This is an optimization exercise on Yosys and OpenROAD, whose aim is small area, not a production implementation. Function was checked by simulation only, so behaviour that the tests miss may differ from the original. The clock port is modelled as an ideal driver, which makes a skipped or thinned clock tree look cheaper than it is; a real chip needs a root buffer or a tree. Power figures rest on the tool's default switching activity, not on a simulated workload.

==> build 83: inputs <==
## serial_link_top
module serial_link_top (
  input  wire logic       clk,
  input  wire logic       rst_n,
  input  wire logic       rxd,
  input  wire logic [7:0] sw,
  output logic            txd,
  output logic [7:0]      led
);
clock: 10.0 ns
lec_check: 0
cap_margin: 20
core_margin: 2
core_utilization: 60
slew_margin: 20
standard.sh (not shown) runs the stock make flow with config.mk's settings and CLKGATE_MAP_FILE= SYNTH_SCRIPT=/design/flow/synth_recipe.tcl, a recipe that flattens the netlist after the stock synthesis.
==> flow/flow/run.sh <==
#!/bin/bash
# The standard layout (standard.sh), with these changes:
# - clock tree synthesis adds no dummy loads, drives clusters of up to 14
#   flip-flops from buf_4 leaf buffers and builds the upper tree from small
#   clock buffers;
# - after clock tree synthesis, flow/post_cts.tcl turns each leaf buffer into
#   an inverter and adds one inverter at the root, so the flip-flops still see
#   the clock's own polarity;
# - the port buffers are buf_1 cells.
# Each tool's output is in orfs/logs; make's own output is in standard.log.
set -euo pipefail
export CTS_ARGS="-sink_clustering_enable -repair_clock_nets -dont_use_dummy_load -buf_list {sky130_fd_sc_hd__clkbuf_4 sky130_fd_sc_hd__clkbuf_8} -sink_clustering_buffer sky130_fd_sc_hd__buf_4 -sink_clustering_size 14 -sink_clustering_max_diameter 40"
export BUFFER_PORTS_ARGS="-buffer_cell sky130_fd_sc_hd__buf_1"
export POST_CTS_TCL="$PWD/flow/post_cts.tcl"
bash standard.sh > standard.log 2>&1
==> flow/flow/post_cts.tcl <==
# Turn every leaf clock buffer (buf_4) into an inverter (inv_4), which drives
# the same load from less area, and put one more inverter between the clock
# port and the root of the tree, so every flip-flop still sees the clock with
# its own polarity.
set block [ord::get_db_block]
set db [ord::get_db]
set inv [$db findMaster sky130_fd_sc_hd__inv_4]
set n 0
foreach inst [$block getInsts] {
  if {[[$inst getMaster] getName] ne "sky130_fd_sc_hd__buf_4"} { continue }
  if {![string match "clkbuf_leaf_*" [$inst getName]]} { continue }
  set nin [[$inst findITerm A] getNet]
  set nout [[$inst findITerm X] getNet]
  set loc [$inst getLocation]
  set name [$inst getName]
  odb::dbInst_destroy $inst
  set ni [odb::dbInst_create $block $inv $name]
  $ni setLocation [lindex $loc 0] [lindex $loc 1]
  $ni setPlacementStatus PLACED
  [$ni findITerm A] connect $nin
  [$ni findITerm Y] connect $nout
  incr n
}
puts "post_cts: $n leaf buffers turned into inverters"

# root inverter: clk port -> clkinv -> old root buffer
set clknet [$block findNet clk]
set root ""
foreach it [$clknet getITerms] {
  if {[$it isInputSignal] || [[$it getMTerm] getIoType] eq "INPUT"} { set root [$it getInst] }
}
if {$root eq ""} { error "post_cts: no root buffer on clk" }
set rnet [odb::dbNet_create $block clk_root_n]
$rnet setSigType CLOCK
set rin [$root findITerm A]
$rin disconnect
$rin connect $rnet
set ri [odb::dbInst_create $block [$db findMaster sky130_fd_sc_hd__clkinv_4] clkinv_root]
set loc [$root getLocation]
$ri setLocation [lindex $loc 0] [lindex $loc 1]
$ri setPlacementStatus PLACED
[$ri findITerm A] connect $clknet
[$ri findITerm Y] connect $rnet
puts "post_cts: root inverter before [$root getName]"

detailed_placement
check_placement -verbose
estimate_parasitics -placement
repair_timing -hold
detailed_placement
check_placement -verbose
report_checks -path_delay min -format full_clock_expanded -group_path_count 1
==> inputs of build 2, as changes to build 83 <==
--- a/flow/design.v
+++ b/flow/design.v
@@ -68,24 +68,22 @@
     else
       tx_byte = crc[15:8];
   end
   logic [7:0] ring_ins;
   logic [7:0] st_ins;
   always_comb begin
-    if (pos == 8'hFF)
-      ring_ins = sw;        
-    else if (clr)
+    if (clr)
       ring_ins = 8'h00;
-    else if (xact && is_wr)
+    else if (xact && is_wr && pos != 8'hFF)
       ring_ins = st_tap;
     else
       ring_ins = ring_tap;
     if (st_rx)
       st_ins = sh;
     else if (xact && is_rd)
-      st_ins = ring_tap;
+      st_ins = (pos == 8'hFF) ? sw : ring_tap;
     else
       st_ins = st_tap;
   end
   always_ff @(posedge clk) begin
     ring <= {ring_ins, ring[2047:8]};
     stg  <= {st_ins, stg[127:8]};
==> flow/flow/run.sh (replaced) <==
#!/bin/bash
# The standard layout (standard.sh), with two changes:
# - clock tree synthesis adds no dummy loads, clusters up to 38 flip-flops on
#   each clkbuf_16 leaf buffer and builds the upper tree from small buffers;
# - the port buffers are buf_1 cells.
set -euo pipefail
export CTS_ARGS="-sink_clustering_enable -repair_clock_nets -dont_use_dummy_load -buf_list {sky130_fd_sc_hd__clkbuf_2 sky130_fd_sc_hd__clkbuf_4} -sink_clustering_buffer sky130_fd_sc_hd__buf_6 -sink_clustering_size 20 -sink_clustering_max_diameter 50"
export BUFFER_PORTS_ARGS="-buffer_cell sky130_fd_sc_hd__buf_1"
bash standard.sh > standard.log 2>&1
removed: flow/flow/post_cts.tcl
==> inputs of trial 95, as changes to build 83 <==
==> flow/flow/run.sh (replaced) <==
#!/bin/bash
set -euo pipefail
export CTS_ARGS="-sink_clustering_enable -repair_clock_nets -dont_use_dummy_load -buf_list {sky130_fd_sc_hd__clkbuf_4 sky130_fd_sc_hd__clkbuf_8} -sink_clustering_buffer sky130_fd_sc_hd__buf_4 -sink_clustering_size 14 -sink_clustering_max_diameter 40"
export BUFFER_PORTS_ARGS="-buffer_cell sky130_fd_sc_hd__buf_1"
export POST_CTS_TCL="$PWD/flow/post_cts.tcl"
bash standard.sh > standard.log 2>&1
==> comparison table <==
Outcome: build 83 complete, no violations; trial 95 complete, no violations; build 2 complete, no violations
Share of cell area taken by flip-flops and latches: build 83 89.4%; trial 95 89.4%; build 2 89.0%
Number of global-route vias before repair: build 83 18264; trial 95 18264; build 2 17481
Simple logic cell fraction of the synthesized area: build 83 2.38%; trial 95 2.38%; build 2 2.12%
Switch share: build 83 22.6%; trial 95 22.6%; build 2 19.2%
Origin of the worst setup path: build 83 k[1]; trial 95 k[1]; build 2 txq
Uppermost layer routed: build 83 met4; trial 95 met4; build 2 met5
Worst reg2reg setup slack: build 83 6.51 ns; trial 95 6.51 ns; build 2 6.53 ns
Area share of fa/ha/maj cells after synthesis: build 83 0.404%; trial 95 0.404%; build 2 0.404%
Half-perimeter wire length after placement: build 83 31.1 mm; trial 95 31.1 mm; build 2 29.9 mm
Pin count of the biggest net entering global routing: build 83 30; trial 95 30; build 2 41
Clock distribution power: build 83 3.21 mW; trial 95 3.21 mW; build 2 3.41 mW
Met1 routed wirelength after detailed routing: build 83 30.5 mm; trial 95 30.5 mm; build 2 29.6 mm
Instance count after placement with tap cells included: build 83 3759; trial 95 3759; build 2 3748
Arrival time reported for the critical path endpoint: build 83 4.02 ns; trial 95 4.02 ns; build 2 1.48 ns
Avg Cell Area, Syn: build 83 17.8 sq um; trial 95 17.8 sq um; build 2 17.9 sq um
The clock cells of build 83 and trial 95 come from the design's own scripts or RTL, not from TritonCTS.

========
==> inputs of v1 <==
==> flow/design.v <==
`default_nettype none
module serial_link_top (
  input  wire logic       clk,
  input  wire logic       rst_n,
  input  wire logic       rxd,
  input  wire logic [7:0] sw,
  output logic            txd,
  output logic [7:0]      led
);
  localparam int S_SYNC  = 0,
                 S_HDR   = 1,    
                 S_DATA  = 2,
                 S_CRC   = 3,    
                 S_XWAIT = 4,
                 S_XFER  = 5,
                 T_HDR   = 6,
                 T_DATA  = 7,
                 T_CRC   = 8;    
  logic [2047:0] ring;
  logic [127:0]  stg;
  logic [7:0]    pos;
  logic          clr;
  logic [8:0]    state;
  logic [8:0]    nxt;
  logic [7:0]    cmd;
  logic [7:0]    addr;
  logic [4:0]    len;
  logic [3:0]    k;
  logic          wp;
  logic [15:0]   crc;
  logic [6:0]    m;
  logic [7:0]    sh;
  logic          txq;
  wire [7:0] ring_tap = ring[7:0];
  wire [7:0] st_tap   = stg[7:0];
  wire [3:0] bi    = m[6:3];
  wire [2:0] cc    = m[2:0];
  wire       idle  = m[6:2] == 5'd0;
  wire       stopb = m[6] & m[3];                     
  wire       smp   = &cc && |bi && !stopb;            
  wire       bend  = m[6] & m[4] & m[1];              
  wire       rxb   = stopb && cc == 3'd0;             
  wire       txm   = |state[T_CRC:T_HDR];
  wire       rx_ok = |state[S_CRC:S_SYNC] || (state[T_CRC] && k[1]);
  wire       is_wr = cmd == 8'h01;
  wire       is_rd = cmd == 8'h02;
  wire [3:0] slot  = addr[3:0] + k;
  wire       hit   = pos[3:0] == slot;
  wire [4:0] k1    = {1'b0, k} + 5'd1;
  wire       last  = k1 == len;
  wire       xact  = (state[S_XWAIT] && hit && pos[7:4] == addr[7:4]) || state[S_XFER];
  wire       len_ok = sh[7:5] == 3'd0 && sh[4:0] != 5'd0 && (!sh[4] || sh[3:0] == 4'd0);
  wire       st_rx = state[S_DATA] && wp && hit;
  wire       tx_go = idle && (state[T_HDR] || (state[T_CRC] && !k[1]) || (state[T_DATA] && hit));
  wire       rx_go = idle && rx_ok && !rxd;
  wire        sync_tx = state[T_HDR] && k == 4'd1;    
  logic [7:0] tx_byte;
  always_comb begin
    if (state[T_HDR]) begin
        case (k[2:0])
          3'd2:    tx_byte = addr;
          3'd3:    tx_byte = {3'b000, len};
          3'd4:    tx_byte = {7'd0, !(is_wr || is_rd)};
          default: tx_byte = cmd;
        endcase
    end else if (state[T_DATA])
      tx_byte = st_tap;
    else
      tx_byte = crc[15:8];
  end
  logic [7:0] ring_ins;
  logic [7:0] st_ins;
  always_comb begin
    if (clr)
      ring_ins = 8'h00;
    else if (xact && is_wr && pos != 8'hFF)
      ring_ins = st_tap;
    else
      ring_ins = ring_tap;
    if (st_rx)
      st_ins = sh;
    else if (xact && is_rd)
      st_ins = (pos == 8'hFF) ? sw : ring_tap;
    else
      st_ins = st_tap;
  end
  always_ff @(posedge clk) begin
    ring <= {ring_ins, ring[2047:8]};
    stg  <= {st_ins, stg[127:8]};
  end
  always_ff @(posedge clk) begin
    if (!rst_n) begin
      pos <= 8'd0;
      clr <= 1'b1;
    end else begin
      pos <= pos + 8'd1;
      if (pos == 8'hFF) clr <= 1'b0;
    end
  end
  always_ff @(posedge clk) begin
    if (!rst_n)
      led <= 8'h00;
    else if (xact && is_wr && pos == 8'h00)
      led <= st_tap;
  end
  always_ff @(posedge clk) begin
    if (!rst_n)
      m <= 7'd0;
    else if (rx_go || tx_go)
      m <= 7'd4;
    else if (!idle)
      m <= bend ? 7'd0 : m + 7'd1;
  end
  always_ff @(posedge clk) begin
    if (tx_go)
      sh <= tx_byte;
    else if (smp)
      sh <= {txm ? sh[0] : rxd, sh[7:1]};
  end
  always_ff @(posedge clk) begin
    if (!rst_n)
      txq <= 1'b1;
    else if (tx_go)
      txq <= 1'b0;
    else if (txm && cc == 3'd3 && |bi)
      txq <= stopb | (sync_tx ? bi[0] : sh[0]);    
  end
  assign txd = txq;
  wire crc_init = state[S_SYNC] || state[S_XWAIT] || state[S_XFER] || sync_tx;
  wire crc_fb   = crc[15] ^ sh[~cc];
  always_ff @(posedge clk) begin
    if (crc_init)
      crc <= 16'hFFFF;
    else if (stopb)
      crc <= {crc[14:0], 1'b0} ^ (crc_fb ? 16'h1021 : 16'h0000);
  end
  wire hdr_end = state[S_HDR] && bend;
  wire go_sync = state[S_SYNC] && bend && sh == 8'hAA;
  wire go_len  = hdr_end && k[1];
  wire go_data = state[S_DATA] && st_rx && last;
  wire crc_b   = state[S_CRC] && rxb;
  wire go_ok   = state[S_CRC] && bend && k[1];
  wire go_xfer = xact && last;
  wire go_hdr  = state[T_HDR] && tx_go && k == 4'd4;
  wire go_tdat = state[T_DATA] && tx_go && last;
  wire go_end  = state[T_CRC] && k[1] && idle;
  wire crc_ok  = crc == 16'h0000;
  always_comb begin
    nxt = state;
    nxt[S_SYNC]  = (state[S_SYNC] && !go_sync) || (go_len && !len_ok) ||
                   (go_ok && !crc_ok) || go_end;
    nxt[S_HDR]   = go_sync || (state[S_HDR] && !go_len);
    nxt[S_DATA]  = (go_len && len_ok && is_wr) || (state[S_DATA] && !go_data);
    nxt[S_CRC]   = (go_len && len_ok && !is_wr) || go_data || (state[S_CRC] && !go_ok);
    nxt[S_XWAIT] = (go_ok && crc_ok) || (state[S_XWAIT] && !xact);
    nxt[S_XFER]  = (xact && !last) || (state[S_XFER] && !xact);
    nxt[T_HDR]   = go_xfer || (state[T_HDR] && !go_hdr);
    nxt[T_DATA]  = (go_hdr && is_rd) || (state[T_DATA] && !go_tdat);
    nxt[T_CRC]   = (go_hdr && !is_rd) || go_tdat || (state[T_CRC] && !go_end);
  end
  always_ff @(posedge clk) begin
    if (!rst_n) begin
      state <= 9'd1;
      wp    <= 1'b0;
    end else begin
      state <= nxt;
      if (state[S_DATA] && rxb) wp <= 1'b1;
      if (st_rx) wp <= 1'b0;
    end
  end
  always_ff @(posedge clk) begin
    if (hdr_end && k[1:0] == 2'd0) cmd <= sh;
    if (hdr_end && k[0]) addr <= sh;
    if (go_len) len <= sh[4:0];
    if (go_sync || go_len || go_data || go_ok || go_xfer || go_hdr || go_tdat)
      k <= 4'd0;
    else if (hdr_end || st_rx || crc_b || xact || tx_go)
      k <= k + 4'd1;
  end
endmodule
`default_nettype wire
==> flow/flow/run.sh <==
#!/bin/bash
# Standard layout, with clock tree synthesis told not to add dummy loads and to
# use larger sink clusters of clkbuf_16.
set -euo pipefail
export CTS_ARGS="-sink_clustering_enable -repair_clock_nets -dont_use_dummy_load -buf_list {sky130_fd_sc_hd__clkbuf_4 sky130_fd_sc_hd__clkbuf_8} -sink_clustering_buffer sky130_fd_sc_hd__clkbuf_16 -sink_clustering_size 38 -sink_clustering_max_diameter 70"
export BUFFER_PORTS_ARGS="-buffer_cell sky130_fd_sc_hd__buf_1"
bash standard.sh > standard.log 2>&1
==> flow/standard.sh <==
#!/bin/bash
# synth_recipe.tcl (not shown) runs the flow's synth.tcl, then flattens the netlist and writes it again
# the make line also repeats each setting of config.mk as NAME=value (left out here)
make -C /OpenROAD-flow-scripts/flow DESIGN_CONFIG=/design/flow/config.mk WORK_HOME=/design/flow/orfs CLKGATE_MAP_FILE= SYNTH_SCRIPT=/design/flow/synth_recipe.tcl "${@:-finish}"
==> flow/config.mk <==
export PLATFORM = sky130hd
export DESIGN_NAME = serial_link_top
export DESIGN_NICKNAME = serial_link_top
export VERILOG_FILES = /design/flow/design.v
export SDC_FILE = /design/flow/constraint.sdc
export NUM_CORES = 4
export LEC_CHECK = 0
export CAP_MARGIN = 20
export CORE_MARGIN = 2
export CORE_UTILIZATION = 60
export SLEW_MARGIN = 20
==> flow/constraint.sdc <==
create_clock -name core_clock -period 10.0 [get_ports {clk}]
set_input_delay 2.0000 -clock core_clock [delete_from_list [all_inputs] [get_ports {clk}]]
set_output_delay 2.0000 -clock core_clock [all_outputs]
set_load 0.01 [all_outputs]
==> inputs of v16, as changes to v1 <==
--- a/flow/design.v
+++ b/flow/design.v
@@ -10,10 +10,15 @@
   localparam int S_SYNC  = 0,
-                 S_HDR   = 1,    
-                 S_DATA  = 2,
-                 S_CRC   = 3,    
-                 S_XWAIT = 4,
-                 S_XFER  = 5,
-                 T_HDR   = 6,
-                 T_DATA  = 7,
-                 T_CRC   = 8;    
+                 S_CMD   = 1,
+                 S_ADDR  = 2,
+                 S_LEN   = 3,
+                 S_DATA  = 4,
+                 S_CRC1  = 5,
+                 S_CRC2  = 6,
+                 S_CHK   = 7,
+                 S_XWAIT = 8,
+                 S_XFER  = 9,
+                 T_HDR   = 10,
+                 T_DATA  = 11,
+                 T_CRC   = 12,
+                 T_END   = 13;
   logic [2047:0] ring;
@@ -22,4 +27,4 @@
   logic          clr;
-  logic [8:0]    state;
-  logic [8:0]    nxt;
+  logic [13:0]   state;
+  logic [13:0]   nxt;
   logic [7:0]    cmd;
@@ -42,4 +47,4 @@
   wire       rxb   = stopb && cc == 3'd0;             
-  wire       txm   = |state[T_CRC:T_HDR];
-  wire       rx_ok = |state[S_CRC:S_SYNC] || (state[T_CRC] && k[1]);
+  wire       txm   = |state[T_END:T_HDR];
+  wire       rx_ok = |state[S_CRC2:S_SYNC] || state[T_END];
   wire       is_wr = cmd == 8'h01;
@@ -53,3 +58,3 @@
   wire       st_rx = state[S_DATA] && wp && hit;
-  wire       tx_go = idle && (state[T_HDR] || (state[T_CRC] && !k[1]) || (state[T_DATA] && hit));
+  wire       tx_go = idle && (state[T_HDR] || state[T_CRC] || (state[T_DATA] && hit));
   wire       rx_go = idle && rx_ok && !rxd;
@@ -136,8 +141,8 @@
   end
-  wire hdr_end = state[S_HDR] && bend;
   wire go_sync = state[S_SYNC] && bend && sh == 8'hAA;
-  wire go_len  = hdr_end && k[1];
+  wire go_len  = state[S_LEN] && bend;
   wire go_data = state[S_DATA] && st_rx && last;
-  wire crc_b   = state[S_CRC] && rxb;
-  wire go_ok   = state[S_CRC] && bend && k[1];
+  wire go_crc2 = state[S_CRC1] && rxb;
+  wire go_chk  = state[S_CRC2] && rxb;
+  wire go_ok   = state[S_CHK] && idle;
   wire go_xfer = xact && last;
@@ -145,3 +150,4 @@
   wire go_tdat = state[T_DATA] && tx_go && last;
-  wire go_end  = state[T_CRC] && k[1] && idle;
+  wire go_tcrc = state[T_CRC] && tx_go && k[0];
+  wire go_end  = state[T_END] && idle;
   wire crc_ok  = crc == 16'h0000;
@@ -151,5 +157,9 @@
                    (go_ok && !crc_ok) || go_end;
-    nxt[S_HDR]   = go_sync || (state[S_HDR] && !go_len);
+    nxt[S_CMD]   = go_sync || (state[S_CMD] && !bend);
+    nxt[S_ADDR]  = (state[S_CMD] && bend) || (state[S_ADDR] && !bend);
+    nxt[S_LEN]   = (state[S_ADDR] && bend) || (state[S_LEN] && !bend);
     nxt[S_DATA]  = (go_len && len_ok && is_wr) || (state[S_DATA] && !go_data);
-    nxt[S_CRC]   = (go_len && len_ok && !is_wr) || go_data || (state[S_CRC] && !go_ok);
+    nxt[S_CRC1]  = (go_len && len_ok && !is_wr) || go_data || (state[S_CRC1] && !rxb);
+    nxt[S_CRC2]  = go_crc2 || (state[S_CRC2] && !rxb);
+    nxt[S_CHK]   = go_chk || (state[S_CHK] && !idle);
     nxt[S_XWAIT] = (go_ok && crc_ok) || (state[S_XWAIT] && !xact);
@@ -158,3 +168,4 @@
     nxt[T_DATA]  = (go_hdr && is_rd) || (state[T_DATA] && !go_tdat);
-    nxt[T_CRC]   = (go_hdr && !is_rd) || go_tdat || (state[T_CRC] && !go_end);
+    nxt[T_CRC]   = (go_hdr && !is_rd) || go_tdat || (state[T_CRC] && !go_tcrc);
+    nxt[T_END]   = go_tcrc || (state[T_END] && !idle);
   end
@@ -162,3 +173,3 @@
     if (!rst_n) begin
-      state <= 9'd1;
+      state <= 14'd1;
       wp    <= 1'b0;
@@ -171,8 +182,8 @@
   always_ff @(posedge clk) begin
-    if (hdr_end && k[1:0] == 2'd0) cmd <= sh;
-    if (hdr_end && k[0]) addr <= sh;
+    if (state[S_CMD] && bend) cmd <= sh;
+    if (state[S_ADDR] && bend) addr <= sh;
     if (go_len) len <= sh[4:0];
-    if (go_sync || go_len || go_data || go_ok || go_xfer || go_hdr || go_tdat)
+    if (go_len || go_ok || go_xfer || go_hdr || go_tdat)
       k <= 4'd0;
-    else if (hdr_end || st_rx || crc_b || xact || tx_go)
+    else if (st_rx || xact || tx_go)
       k <= k + 4'd1;
==> flow/flow/run.sh (replaced) <==
#!/bin/bash
# Standard layout, with clock tree synthesis told not to add dummy loads and to
# use larger sink clusters of clkbuf_16.
set -euo pipefail
export CTS_ARGS="-sink_clustering_enable -repair_clock_nets -dont_use_dummy_load -buf_list sky130_fd_sc_hd__clkbuf_16 -sink_clustering_size 38 -sink_clustering_max_diameter 50"
bash standard.sh > standard.log 2>&1
PLACE_DENSITY = 0.85   (was unset)
==> inputs of v9, as changes to v1 <==
--- a/flow/design.v
+++ b/flow/design.v
@@ -10,10 +10,15 @@
   localparam int S_SYNC  = 0,
-                 S_HDR   = 1,    
-                 S_DATA  = 2,
-                 S_CRC   = 3,    
-                 S_XWAIT = 4,
-                 S_XFER  = 5,
-                 T_HDR   = 6,
-                 T_DATA  = 7,
-                 T_CRC   = 8;    
+                 S_CMD   = 1,
+                 S_ADDR  = 2,
+                 S_LEN   = 3,
+                 S_DATA  = 4,
+                 S_CRC1  = 5,
+                 S_CRC2  = 6,
+                 S_CHK   = 7,
+                 S_XWAIT = 8,
+                 S_XFER  = 9,
+                 T_HDR   = 10,
+                 T_DATA  = 11,
+                 T_CRC   = 12,
+                 T_END   = 13;
   logic [2047:0] ring;
@@ -22,4 +27,4 @@
   logic          clr;
-  logic [8:0]    state;
-  logic [8:0]    nxt;
+  logic [13:0]   state;
+  logic [13:0]   nxt;
   logic [7:0]    cmd;
@@ -42,4 +47,4 @@
   wire       rxb   = stopb && cc == 3'd0;             
-  wire       txm   = |state[T_CRC:T_HDR];
-  wire       rx_ok = |state[S_CRC:S_SYNC] || (state[T_CRC] && k[1]);
+  wire       txm   = |state[T_END:T_HDR];
+  wire       rx_ok = |state[S_CRC2:S_SYNC] || state[T_END];
   wire       is_wr = cmd == 8'h01;
@@ -53,3 +58,3 @@
   wire       st_rx = state[S_DATA] && wp && hit;
-  wire       tx_go = idle && (state[T_HDR] || (state[T_CRC] && !k[1]) || (state[T_DATA] && hit));
+  wire       tx_go = idle && (state[T_HDR] || state[T_CRC] || (state[T_DATA] && hit));
   wire       rx_go = idle && rx_ok && !rxd;
@@ -136,8 +141,8 @@
   end
-  wire hdr_end = state[S_HDR] && bend;
   wire go_sync = state[S_SYNC] && bend && sh == 8'hAA;
-  wire go_len  = hdr_end && k[1];
+  wire go_len  = state[S_LEN] && bend;
   wire go_data = state[S_DATA] && st_rx && last;
-  wire crc_b   = state[S_CRC] && rxb;
-  wire go_ok   = state[S_CRC] && bend && k[1];
+  wire go_crc2 = state[S_CRC1] && rxb;
+  wire go_chk  = state[S_CRC2] && rxb;
+  wire go_ok   = state[S_CHK] && idle;
   wire go_xfer = xact && last;
@@ -145,3 +150,4 @@
   wire go_tdat = state[T_DATA] && tx_go && last;
-  wire go_end  = state[T_CRC] && k[1] && idle;
+  wire go_tcrc = state[T_CRC] && tx_go && k[0];
+  wire go_end  = state[T_END] && idle;
   wire crc_ok  = crc == 16'h0000;
@@ -151,5 +157,9 @@
                    (go_ok && !crc_ok) || go_end;
-    nxt[S_HDR]   = go_sync || (state[S_HDR] && !go_len);
+    nxt[S_CMD]   = go_sync || (state[S_CMD] && !bend);
+    nxt[S_ADDR]  = (state[S_CMD] && bend) || (state[S_ADDR] && !bend);
+    nxt[S_LEN]   = (state[S_ADDR] && bend) || (state[S_LEN] && !bend);
     nxt[S_DATA]  = (go_len && len_ok && is_wr) || (state[S_DATA] && !go_data);
-    nxt[S_CRC]   = (go_len && len_ok && !is_wr) || go_data || (state[S_CRC] && !go_ok);
+    nxt[S_CRC1]  = (go_len && len_ok && !is_wr) || go_data || (state[S_CRC1] && !rxb);
+    nxt[S_CRC2]  = go_crc2 || (state[S_CRC2] && !rxb);
+    nxt[S_CHK]   = go_chk || (state[S_CHK] && !idle);
     nxt[S_XWAIT] = (go_ok && crc_ok) || (state[S_XWAIT] && !xact);
@@ -158,3 +168,4 @@
     nxt[T_DATA]  = (go_hdr && is_rd) || (state[T_DATA] && !go_tdat);
-    nxt[T_CRC]   = (go_hdr && !is_rd) || go_tdat || (state[T_CRC] && !go_end);
+    nxt[T_CRC]   = (go_hdr && !is_rd) || go_tdat || (state[T_CRC] && !go_tcrc);
+    nxt[T_END]   = go_tcrc || (state[T_END] && !idle);
   end
@@ -162,3 +173,3 @@
     if (!rst_n) begin
-      state <= 9'd1;
+      state <= 14'd1;
       wp    <= 1'b0;
@@ -171,8 +182,8 @@
   always_ff @(posedge clk) begin
-    if (hdr_end && k[1:0] == 2'd0) cmd <= sh;
-    if (hdr_end && k[0]) addr <= sh;
+    if (state[S_CMD] && bend) cmd <= sh;
+    if (state[S_ADDR] && bend) addr <= sh;
     if (go_len) len <= sh[4:0];
-    if (go_sync || go_len || go_data || go_ok || go_xfer || go_hdr || go_tdat)
+    if (go_len || go_ok || go_xfer || go_hdr || go_tdat)
       k <= 4'd0;
-    else if (hdr_end || st_rx || crc_b || xact || tx_go)
+    else if (st_rx || xact || tx_go)
       k <= k + 4'd1;
==> flow/flow/run.sh (replaced) <==
#!/bin/bash
# Standard layout, with clock tree synthesis told not to add dummy loads and to
# use larger sink clusters of clkbuf_16.
set -euo pipefail
export CTS_ARGS="-sink_clustering_enable -repair_clock_nets -dont_use_dummy_load -buf_list sky130_fd_sc_hd__clkbuf_16 -sink_clustering_size 38 -sink_clustering_max_diameter 70"
export BUFFER_PORTS_ARGS="-buffer_cell sky130_fd_sc_hd__buf_1"
bash standard.sh > standard.log 2>&1
==> inputs of v5, as changes to v1 <==
==> flow/flow/run.sh (replaced) <==
#!/bin/bash
# The standard layout (standard.sh), with two changes:
# - clock tree synthesis adds no dummy loads, drives clusters of up to 14
#   flip-flops from buf_4 leaf buffers and builds the upper tree from small
#   clock buffers;
# - the port buffers are buf_1 cells.
set -euo pipefail
export CTS_ARGS="-sink_clustering_enable -repair_clock_nets -dont_use_dummy_load -buf_list {sky130_fd_sc_hd__clkbuf_2 sky130_fd_sc_hd__clkbuf_4} -sink_clustering_buffer sky130_fd_sc_hd__buf_4 -sink_clustering_size 14 -sink_clustering_max_diameter 40"
export BUFFER_PORTS_ARGS="-buffer_cell sky130_fd_sc_hd__buf_1"
bash standard.sh > standard.log 2>&1
==> results.txt <==
| quantity | v9 | v16 | v5 | v1 |
|---|---|---|---|---|
| Mux contribution to synthesized area | 0.00653 | 0.00653 | 0.00712 | 0.00712 |
| Initial antenna violation count | 0 | 5 | 3 | 2 |
| Global-route wire length before repair | 90600 um | 109000 um | 92500 um | 89200 um |
| Outcome | complete, no violations | complete, no violations | complete, no violations | complete, no violations |
| Sequential cells | 2265 | 2265 | 2260 | 2260 |
| Max H-tree Level | 3 | 3 | 4 | 3 |
| Flip-flop and latch count after synthesis | 2265 | 2265 | 2260 | 2260 |
| Final Power | 12.7 mW | 13.7 mW | 12.4 mW | 12.6 mW |
| DIE AREA | 83000 um2 | 83000 um2 | 82900 um2 | 82900 um2 |
| Number of cells on the critical path | 8 | 1 | 1 | 7 |
| Number of cells after detailed placement | 3771 | 3771 | 3748 | 3748 |
| Clock tree buffer count of the final layout | 73 | 118 | 192 | 74 |
| Fin cells | 3844 | 3889 | 3945 | 3825 |
| Pwr Density | 247 nW/um2 | 259 nW/um2 | 242 nW/um2 | 245 nW/um2 |
| End point of the most critical hold path | ring[2021]$_DFF_P_ | ring[1896]$_DFF_P_ | ring[993]$_DFF_P_ | ring[1897]$_DFF_P_ |
| Final routed wire length divided by cell count | 14.7 um | 17.6 um | 14.2 um | 14.3 um |
| Post-synth net total | 2743 | 2743 | 2724 | 2724 |
| Largest clock skew in the final design | 0.0607 ns | 0.0971 ns | 0.107 ns | 0.0845 ns |
| Fin worst setup slack | 6.49 ns | 6.49 ns | 6.49 ns | 6.55 ns |
| Fillers | 5585 | 5024 | 5759 | 5661 |

[afterwards: timing with drivers on the ports]
Ports are ideal in the flow. The routed layouts listed here were re-timed in OpenROAD.
Step 1: set_driving_cell puts a clkbuf_16 on clk and a buf_2 on each other input, an assumption about the parent block.
Step 2 times the ports against the registers' clock, not the clock port: input delays grow and output delays shrink by t, the midpoint of the rising clock arrivals with the driver on.
Three values: ideal ports, drivers, drivers and shift; two values: the first two.
| run | t, ns | setup slack, ns | worst hold slack (ns) | worst setup path after step 2 |
|---|---|---|---|---|
| build 83 | 0.769 | 6.507 / 6.507 / 6.507 | 0.246 / 0.246 / 0.246 | register to register |
| build 2 | 1.016 | 6.516 / 6.452 / 6.535 | 0.230 / 0.230 / 0.230 | register to register |
| trial 95 | 0.769 | 6.507 / 6.507 / 6.507 | 0.246 / 0.246 / 0.246 | register to register |
| v1 | 0.756 | 6.553 / 6.553 / 6.553 | 0.259 / 0.259 / 0.259 | register to register |
| v16 | 0.708 | 6.489 / 6.423 / 6.653 | 0.253 / 0.253 / 0.253 | register to register |
| v9 | 0.686 | 6.490 / 6.490 / 6.490 | 0.276 / 0.276 / 0.276 | register to register |
| v5 | 1.021 | 6.489 / 6.425 / 6.532 | 0.246 / 0.246 / 0.246 | register to register |
After both steps every run listed still meets setup and hold.
